Context: an optimization exercise on an open-source flow, tuned for small area, a short achievable clock period and few clock cycles. The choices shown serve that exercise and are no tape-out recipe. The RTL was checked by simulation tests, not by an equivalence proof against the original design. Power and IR drop assume default switching activity.

==> tundra: inputs <==
## mul16_top
module mul16_top (
  input  logic        clk,
  input  logic        rst,
  input  logic        wb_cyc,
  input  logic        wb_stb,
  input  logic        wb_we,
  input  logic [1:0]  wb_adr,
  input  logic [31:0] wb_dat_w,
  output logic [31:0] wb_dat_r,
  output logic        wb_ack
);
export LEC_CHECK = 0
export CAP_MARGIN = 20
export CORE_MARGIN = 2
export CORE_UTILIZATION = 40
export SETUP_SLACK_MARGIN = 3.4
export SLEW_MARGIN = 20
export TNS_END_PERCENT = 20
create_clock -name core_clock -period 6.5 [get_ports {clk}]
standard.sh (not shown) runs the stock make flow with config.mk's settings and CLKGATE_MAP_FILE= SYNTH_SCRIPT=/design/flow/synth_recipe.tcl, a recipe that flattens the netlist after the stock synthesis.
==> flow/flow/run.sh <==
#!/bin/bash
# The standard layout (standard.sh) with two changes:
#  - ports are buffered with sky130_fd_sc_hd__buf_1 instead of the delay
#    buffer that buffer_ports picks by default;
#  - CTS uses small clock buffers and no dummy loads (the tree feeds ~80 flops).
# All tool output goes to standard_flow.log (and ORFS's own logs under orfs/).
set -euo pipefail
export BUFFER_PORTS_ARGS="-buffer_cell sky130_fd_sc_hd__buf_1"
export CTS_ARGS="-sink_clustering_enable -repair_clock_nets -dont_use_dummy_load -buf_list {sky130_fd_sc_hd__clkbuf_4 sky130_fd_sc_hd__clkbuf_8} -root_buf sky130_fd_sc_hd__clkbuf_8"
bash standard.sh "BUFFER_PORTS_ARGS=$BUFFER_PORTS_ARGS" "CTS_ARGS=$CTS_ARGS" finish > standard_flow.log 2>&1
==> quartz (differences from tundra) <==
Settings changed: CORE_UTILIZATION 40 to 50.
==> maple (differences from tundra) <==
Settings changed: SETUP_SLACK_MARGIN 3.4 to 2.0, TNS_END_PERCENT 20 to unset.
==> qor summary <==
quantity                                                                       maple               quartz               tundra
Outcome                                             no timing/DRC/antenna violations  no timing/DRC/antenna violations  no timing/DRC/antenna violations
Routability Congestion                                                         0.877                0.878                0.870
Maximum cell stage delay along the critical path                             0.71 ns              0.51 ns              0.48 ns
Clock distribution area overhead in the final layout                           1.93%                1.87%                1.86%
Height of the chip                                                            125 um               112 um               125 um
Cell Count Post-Placement                                                        755                  716                  755
Crit path buf inv count                                                            1                    1                    2
Depth of the worst hold-timing path                                                0                    1                    0
Capture instance of the worst register-to-register path          acc_q[28]$_DFFE_PP_  acc_q[28]$_DFFE_PP_  acc_q[31]$_DFFE_PP_
Worst Setup SP                                                       s3_q[0]$_DFF_P_       a[3]$_DFFE_PP_       a[3]$_DFFE_PP_
DR WL/cell                                                                   18.3 um              19.2 um              17.9 um
Number of standard cells in the layout, taps in and fillers out                  764                  742                  786
Footprint of the multi-input gates                                         2840 um^2            2960 um^2            2910 um^2
Origin of the worst min-delay path                                acc_q[6]$_DFFE_PP_   ph_q[2]$_SDFF_PP0_  acc_q[13]$_DFFE_PP_
Non-clock buffer share                                                         4.39%                6.39%                6.76%
Power in combinational cells                                                  243 uW               269 uW               261 uW
Area delta synth->final                                                        9.67%                13.5%                14.0%
Switch share                                                                   26.9%                27.2%                26.7%
Count of TritonRoute iterations in the first routing pass                          9                   13                    9
Final period demand of the worst path                                        3.35 ns              3.17 ns              3.12 ns
DP HPWL                                                                    10,700 um            10,200 um            10,500 um
Effective utilization at floorplan                                             40.5%                51.2%                40.5%
Grt met2 use                                                                   26.7%                38.0%                27.5%
Fraction of area in registers                                                  43.0%                41.6%                41.5%
Floorplan die width                                                           125 um               112 um               125 um
Testbench counts of tundra, summed over its fixed seeds: cycles 25,600.
Testbench counts of quartz, summed over its fixed seeds: cycles 25,600.
Testbench counts of maple, summed over its fixed seeds: cycles 25,600.

---

==> yarrow <==
mul16_top again, from the RTL that the note above started with.
Settings: LEC_CHECK=0, CAP_MARGIN=20, CORE_MARGIN=2, CORE_UTILIZATION=40, SETUP_SLACK_MARGIN=3.7, SLEW_MARGIN=20, TNS_END_PERCENT=5; clock period 6.5 ns.
Scripts as last shown in full above: flow/flow/run.sh
==> lagoon (differences from yarrow) <==
Settings changed: CELL_PAD_IN_SITES_DETAIL_PLACEMENT set to 1, SETUP_SLACK_MARGIN 3.7 to 3.6.
==> sierra (differences from yarrow) <==
Settings changed: CORE_UTILIZATION 40 to 60, SETUP_SLACK_MARGIN 3.7 to 2.0, TNS_END_PERCENT 5 to not set.
==> ember (differences from yarrow) <==
==> flow/flow/run.sh (replaced) <==
#!/bin/bash
# The standard layout (standard.sh) with these changes:
#  - ports are buffered with sky130_fd_sc_hd__buf_1 instead of the delay
#    buffer that buffer_ports picks by default;
#  - CTS uses small clock buffers, larger sink clusters and no dummy loads
#    (the tree feeds ~100 flops);
#  - after global routing, gates off the critical paths are downsized
#    (RECOVER_POWER), which also trims cell area.
# All tool output goes to standard_flow.log (and ORFS's own logs under orfs/).
set -euo pipefail
export BUFFER_PORTS_ARGS="-buffer_cell sky130_fd_sc_hd__buf_1"
export CTS_ARGS="-sink_clustering_enable -repair_clock_nets -dont_use_dummy_load -sink_clustering_size 25 -sink_clustering_max_diameter 60 -buf_list {sky130_fd_sc_hd__clkbuf_4 sky130_fd_sc_hd__clkbuf_8} -root_buf sky130_fd_sc_hd__clkbuf_8"
export RECOVER_POWER=100
bash standard.sh "BUFFER_PORTS_ARGS=$BUFFER_PORTS_ARGS" "CTS_ARGS=$CTS_ARGS" "RECOVER_POWER=$RECOVER_POWER" finish > standard_flow.log 2>&1
Settings changed: SETUP_SLACK_MARGIN 3.7 to 2.0, TNS_END_PERCENT 5 to not set.
==> qor summary <==
| item | yarrow | ember | lagoon | sierra |
|---|---|---|---|---|
| Switching Share | 26.9% | 26.9% | 27.9% | 26.6% |
| Leakage Power | 2.54 nW | 2.42 nW | 2.59 nW | 2.45 nW |
| Post-synthesis to final-layout area growth | 15.1% | 9.22% | 16.7% | 8.80% |
| WL final | 13900 um | 14000 um | 16200 um | 13200 um |
| Fraction of final layout cells with drive strength greater than 1 | 11.3% | 2.07% | 13.0% | 3.09% |
| Number of filler cells placed in the layout | 1359 | 1379 | 1577 | 803 |
| Share of total power in combinational logic | 20.7% | 19.0% | 22.8% | 19.5% |
| Stage delay of the slowest cell on the critical path | 0.42 ns | 1.37 ns | 0.49 ns | 0.82 ns |
| Result of the run | no timing/DRC/antenna violations | complete, but fails checks | no timing/DRC/antenna violations | no timing/DRC/antenna violations |
| Layout check failures | - | max-capacitance violations, max-slew violations | - | - |
| DRC marker count from the first detailed-route iteration | 466 | 481 | 393 | 408 |
| Slack of the critical path | 3.34 ns | 2.60 ns | 3.22 ns | 3.04 ns |
| Height of the die | 125 um | 125 um | 125 um | 103 um |
| Cell depth of the worst min-delay path | 1 | 0 | 2 | 0 |
| Total die area | 15600 um^2 | 15600 um^2 | 15600 um^2 | 10600 um^2 |
| Row count | 44 | 44 | 44 | 36 |
| GRT Total Usage | 17.5% | 17.9% | 20.3% | 25.8% |
| End point of the critical path | acc_q[23] | wb_dat_r[1] | acc_q[23] | acc_q[28] |
| Critical Path Slowest Stage Cell | sky130_fd_sc_hd__edfxtp_1 | sky130_fd_sc_hd__clkbuf_1 | sky130_fd_sc_hd__fa_1 | sky130_fd_sc_hd__dfxtp_1 |
| Post-route non-filler standard cell count | 785 | 764 | 791 | 715 |
| Cell Int Power | 0.935 mW | 0.922 mW | 0.948 mW | 0.923 mW |
| Data required, critical path | 6.74 ns | 5.20 ns | 6.60 ns | 6.60 ns |
| Number of max-slew violations in the final report | 0 | 36 | 0 | 0 |
| Nets | 696 | 675 | 702 | 677 |
Testbench counts of yarrow, summed over its fixed seeds: cycles 25,600.
Testbench counts of lagoon, summed over its fixed seeds: cycles 25,600.
Testbench counts of sierra, summed over its fixed seeds: cycles 25,600.
Testbench counts of ember, summed over its fixed seeds: cycles 25,600.

-- port drivers added, routing unchanged --
Ports are ideal in the flow. The routed layouts listed here were re-timed in OpenROAD.
Step 1 (the two cells are an assumption about what drives the block):
set clk [get_ports {clk}]
set_driving_cell -lib_cell sky130_fd_sc_hd__clkbuf_16 $clk
set_driving_cell -lib_cell sky130_fd_sc_hd__buf_2 [delete_from_list [all_inputs] $clk]
Step 2 times the ports against the registers' clock, not the clock port: input delays grow and output delays shrink by t, the midpoint of the rising clock arrivals with the driver on.
a / b / c = ideal / step 1 / step 2; a / b = the first two.
| run | t (ns) | slack for setup (ns) | pins driven straight from the clock port |
|---|---|---|---|
| tundra | 0.399 | 3.384 / 3.384 / 3.066 | 1 |
| quartz | 0.391 | 3.333 / 3.333 / 3.034 | 1 |
| maple | 0.397 | 3.145 / 3.145 / 2.983 | 1 |
| yarrow | 0.405 | 3.341 / 3.341 / 3.123 | 1 |
| lagoon | 0.406 | 3.218 / 3.218 / 3.078 | 1 |
| sierra | 0.393 | 3.043 / 3.043 / 2.830 | 1 |
| ember | 0.398 | 2.600 / 2.566 / 2.898 | 1 |
The setup slack of tundra, which loses most, moves by 0.000 ns with the drivers and by -0.318 ns with both steps.
